Background: an optimization exercise with open tools, aiming at small area and a short achievable clock period. Do not read the settings as production practice. Only simulation tests tie the RTL to the original design; equivalence was not proved. Power is estimated from default activity; no workload was simulated.

## debug_top
module debug_top (
    input  logic            clk,
    input  logic            rst_n,
    input  logic [60:0]     dm_req,
    input  logic            trig,
    input  logic            eb,
    output logic [35:0]     dm_rsp,
    output logic            debug,
    output logic            halted,
    output logic            step_en,
    output logic [31:0]     pc
);
    logic        halt_req, resume_req, exec, transfer, wr;
    logic [7:0]  cmdtype;
    logic [15:0] regno;
    logic [31:0] data;
    assign halt_req   = dm_req[60];
    assign resume_req = dm_req[59];
    assign exec       = dm_req[58];
    assign cmdtype    = dm_req[57:50];
    assign transfer   = dm_req[49];
    assign wr         = dm_req[48];
    assign regno      = dm_req[47:32];
    assign data       = dm_req[31:0];
    logic s_run, s_halt, s_res, s_abs;
    logic debug_q, halted_q;
    logic a_q, e_q;
    logic step_q, ebm_q;
    logic [2:0]  cause_q;
    logic [31:0] dpc_q, pc_q;
    logic [31:0] pc_next;
    logic [4:0] idx_q;
    logic wg_q, wd_q, wp_q, exc_q;
    logic [31:0] gpr [1:31];
    logic entry, ns_run, ns_halt, ns_res, ns_abs;
    logic step_n, ebm_n;
    logic is_gpr, is_dcsr, is_dpc, aar;
    logic use_pc;
    logic [2:0] cause_n;
    logic debug_i;
    assign debug_i = !resume_req && (a_q || (s_run && (trig || halt_req)) || (e_q && eb));
    assign entry   = debug_i && !debug_q;
    dbg_port u_dbg (
        .resume_req (resume_req),
        .halt_req   (halt_req),
        .trig       (trig),
        .eb         (eb),
        .a_q        (a_q),
        .s_run      (s_run),
        .e_q        (e_q),
        .debug      (debug)
    );
    assign ns_abs  = rst_n && s_halt && !resume_req && exec;
    assign ns_res  = rst_n && s_halt && resume_req;
    assign ns_halt = rst_n && ((s_run && debug_i) || s_abs || (s_halt && !resume_req && !exec));
    assign ns_run  = !rst_n || s_res || (s_run && !debug_i);
    assign step_n = !rst_n ? 1'b0 : (wd_q ? data[2]  : step_q);
    assign ebm_n  = !rst_n ? 1'b0 : (wd_q ? data[15] : ebm_q);
    assign is_gpr  = regno[15:5] == 11'h080;
    assign is_dcsr = regno == 16'h07B0;
    assign is_dpc  = regno == 16'h07B1;
  ...
Settings: LEC_CHECK=0, CAP_MARGIN=20, CORE_MARGIN=2, CORE_UTILIZATION=40, CTS_BUF_LIST=sky130_fd_sc_hd__clkbuf_16, CTS_CLUSTER_DIAMETER=100, CTS_CLUSTER_SIZE=24, SETUP_SLACK_MARGIN=2.9, SLEW_MARGIN=20, SYNTH_HIERARCHICAL=1, SYNTH_MINIMUM_KEEP_SIZE=0; clock period 5.5 ns.
run.sh (not shown) runs the stock make flow with config.mk's settings and CLKGATE_MAP_FILE= SYNTH_SCRIPT=/design/flow/synth_recipe.tcl, a recipe that flattens the netlist after the stock synthesis.
The starting point finished with timing, DRC and antenna clean.
Then changed:
CTS_BUF_LIST = default   (was sky130_fd_sc_hd__clkbuf_16)
CTS_CLUSTER_DIAMETER = default   (was 100)
CTS_CLUSTER_SIZE = default   (was 24)
Setup slack degrades by 0.15 ns.
Die area is unchanged.
Power increases by 21%.
Design area rose by 4.1%.
Area after synthesis does not change.
Sequential power hardly moves.

========
debug_top, a different RTL version from the one above (not shown whole).
Size in the first run: roughly 2300 cells after synthesis, roughly 41000 um^2 of cells after synthesis.
==> flow/config.mk <==
export PLATFORM = sky130hd
export DESIGN_NAME = debug_top
export DESIGN_NICKNAME = debug_top
export VERILOG_FILES = /design/flow/design.v
export SDC_FILE = /design/flow/constraint.sdc
export NUM_CORES = 4
export LEC_CHECK = 0
export CAP_MARGIN = 20
export CORE_MARGIN = 2
export CORE_UTILIZATION = 40
export CTS_BUF_LIST = sky130_fd_sc_hd__clkbuf_16
export CTS_CLUSTER_DIAMETER = 100
export CTS_CLUSTER_SIZE = 24
export SETUP_SLACK_MARGIN = 3.1
export SLEW_MARGIN = 20
export SYNTH_HIERARCHICAL = 1
export SYNTH_MINIMUM_KEEP_SIZE = 0
==> flow/constraint.sdc <==
create_clock -name core_clock -period 5.5 [get_ports {clk}]
set_input_delay 1.1000 -clock core_clock [delete_from_list [all_inputs] [get_ports {clk}]]
set_output_delay 1.1000 -clock core_clock [all_outputs]
set_load 0.01 [all_outputs]
standard.sh (not shown) runs the stock make flow with config.mk's settings and CLKGATE_MAP_FILE= SYNTH_SCRIPT=/design/flow/synth_recipe.tcl, a recipe that flattens the netlist after the stock synthesis.
==> flow/flow/run.sh <==
#!/bin/bash
# Standard layout, with plain buffers on the ports instead of the delay
# buffers that buffer_ports picks by default.
set -e
export BUFFER_PORTS_ARGS="-buffer_cell sky130_fd_sc_hd__buf_2"
bash standard.sh > standard.log 2>&1
The starting point produced a clean layout.
==> next run, changes <==
- GPL_ROUTABILITY_DRIVEN: default -> 0
- SETUP_SLACK_MARGIN: 3.1 -> 2.9
- routed wire length decreases by about 6%
- sequential cell count stays the same
- power decreases by 1.2%
- core utilization decreases by 1.9 points
- non-clock buffer count decreases by 142
==> next run, changes <==
- GPL_ROUTABILITY_DRIVEN: 0 -> default
- SETUP_SLACK_MARGIN: 2.9 -> 2.7
Result: With this change the flow finished but fails on antenna rules; critical path depth increases by 3; synthesized area does not change; power barely changes; via count hardly moves; fmax fell by 6.3%; clock power rose by about 1%; flip-flop and latch count stays the same; synthesized cell count does not change; final area decreases by 1.3%.
==> next run, changes <==
- CORE_UTILIZATION: 40 -> 60
- SETUP_SLACK_MARGIN: 2.7 -> 2.9
After rerunning: The changed run ran to the end with no violations. Final area climbs by 1.5%. Power grows by 0.64%. Synthesized cell count is unchanged. Clock power hardly moves. Setup slack gets better by 150 ps. Wire length climbs by 8.6%. Worst hold slack improves by 3.3 ps. Utilization went up by 23 points.
==> next run, changes <==
- CORE_UTILIZATION: 60 -> 40
- CTS_CLUSTER_SIZE: 24 -> 28
- TNS_END_PERCENT: default -> 20
Hold slack is about the same.
Via count shrinks by 4.0%.
Non-clock buffer count decreases by 66.
Final area hardly moves.
==> next run, changes <==
- CORE_UTILIZATION: 40 -> 50
- CTS_CLUSTER_SIZE: 28 -> 24
- TNS_END_PERCENT: 20 -> default
After rerunning: Non-clock buffer count went up by 69; wire length went up by 2.8%; combinational power went up by 3.7%; sequential share of layout area went down by 0.39 points; cell count went down by 5.7%.

## static timing again, ports no longer ideal
In the flow no input, the clock included, has a driving cell. The finished layouts below were timed again as built, in two steps. Step 1 (the two cells are an assumption about what drives the block):
set clk [get_ports {clk}]
set_driving_cell -lib_cell sky130_fd_sc_hd__clkbuf_16 $clk
set_driving_cell -lib_cell sky130_fd_sc_hd__buf_2 [delete_from_list [all_inputs] $clk]
Step 2 moves the port delays by t, midway between the first and last clock arrival at a register: inputs arrive t later, outputs are due t later. That takes back most of the time a late clock gives input paths. Three values: ideal, step 1, step 2; two values: the first two.
run	shift t [ns]	setup slack, ns	latest minus earliest clock arrival (ns)	cell pins on the clock port's net
the first run of note 1	0.714	2.863 / 2.838 / 2.174	0.037 / 0.037	1
the second run of note 1	0.762	2.710 / 2.649 / 2.124	0.026 / 0.025	1
the first run of note 2	0.706	2.863 / 2.815 / 2.198	0.034 / 0.033	1
the second run of note 2	0.704	2.844 / 2.794 / 2.241	0.023 / 0.023	1
the third run of note 2	0.697	2.664 / 2.700 / 2.003	0.033 / 0.034	1
the fourth run of note 2	0.712	2.814 / 2.795 / 2.139	0.031 / 0.031	1
the fifth run of note 2	0.698	2.839 / 2.810 / 2.181	0.026 / 0.025	1
the sixth run of note 2	0.704	2.818 / 2.817 / 2.157	0.031 / 0.031	1
The setup slack of the first run of note 1, which loses most, moves by -0.025 ns with the drivers and by -0.689 ns with both steps.
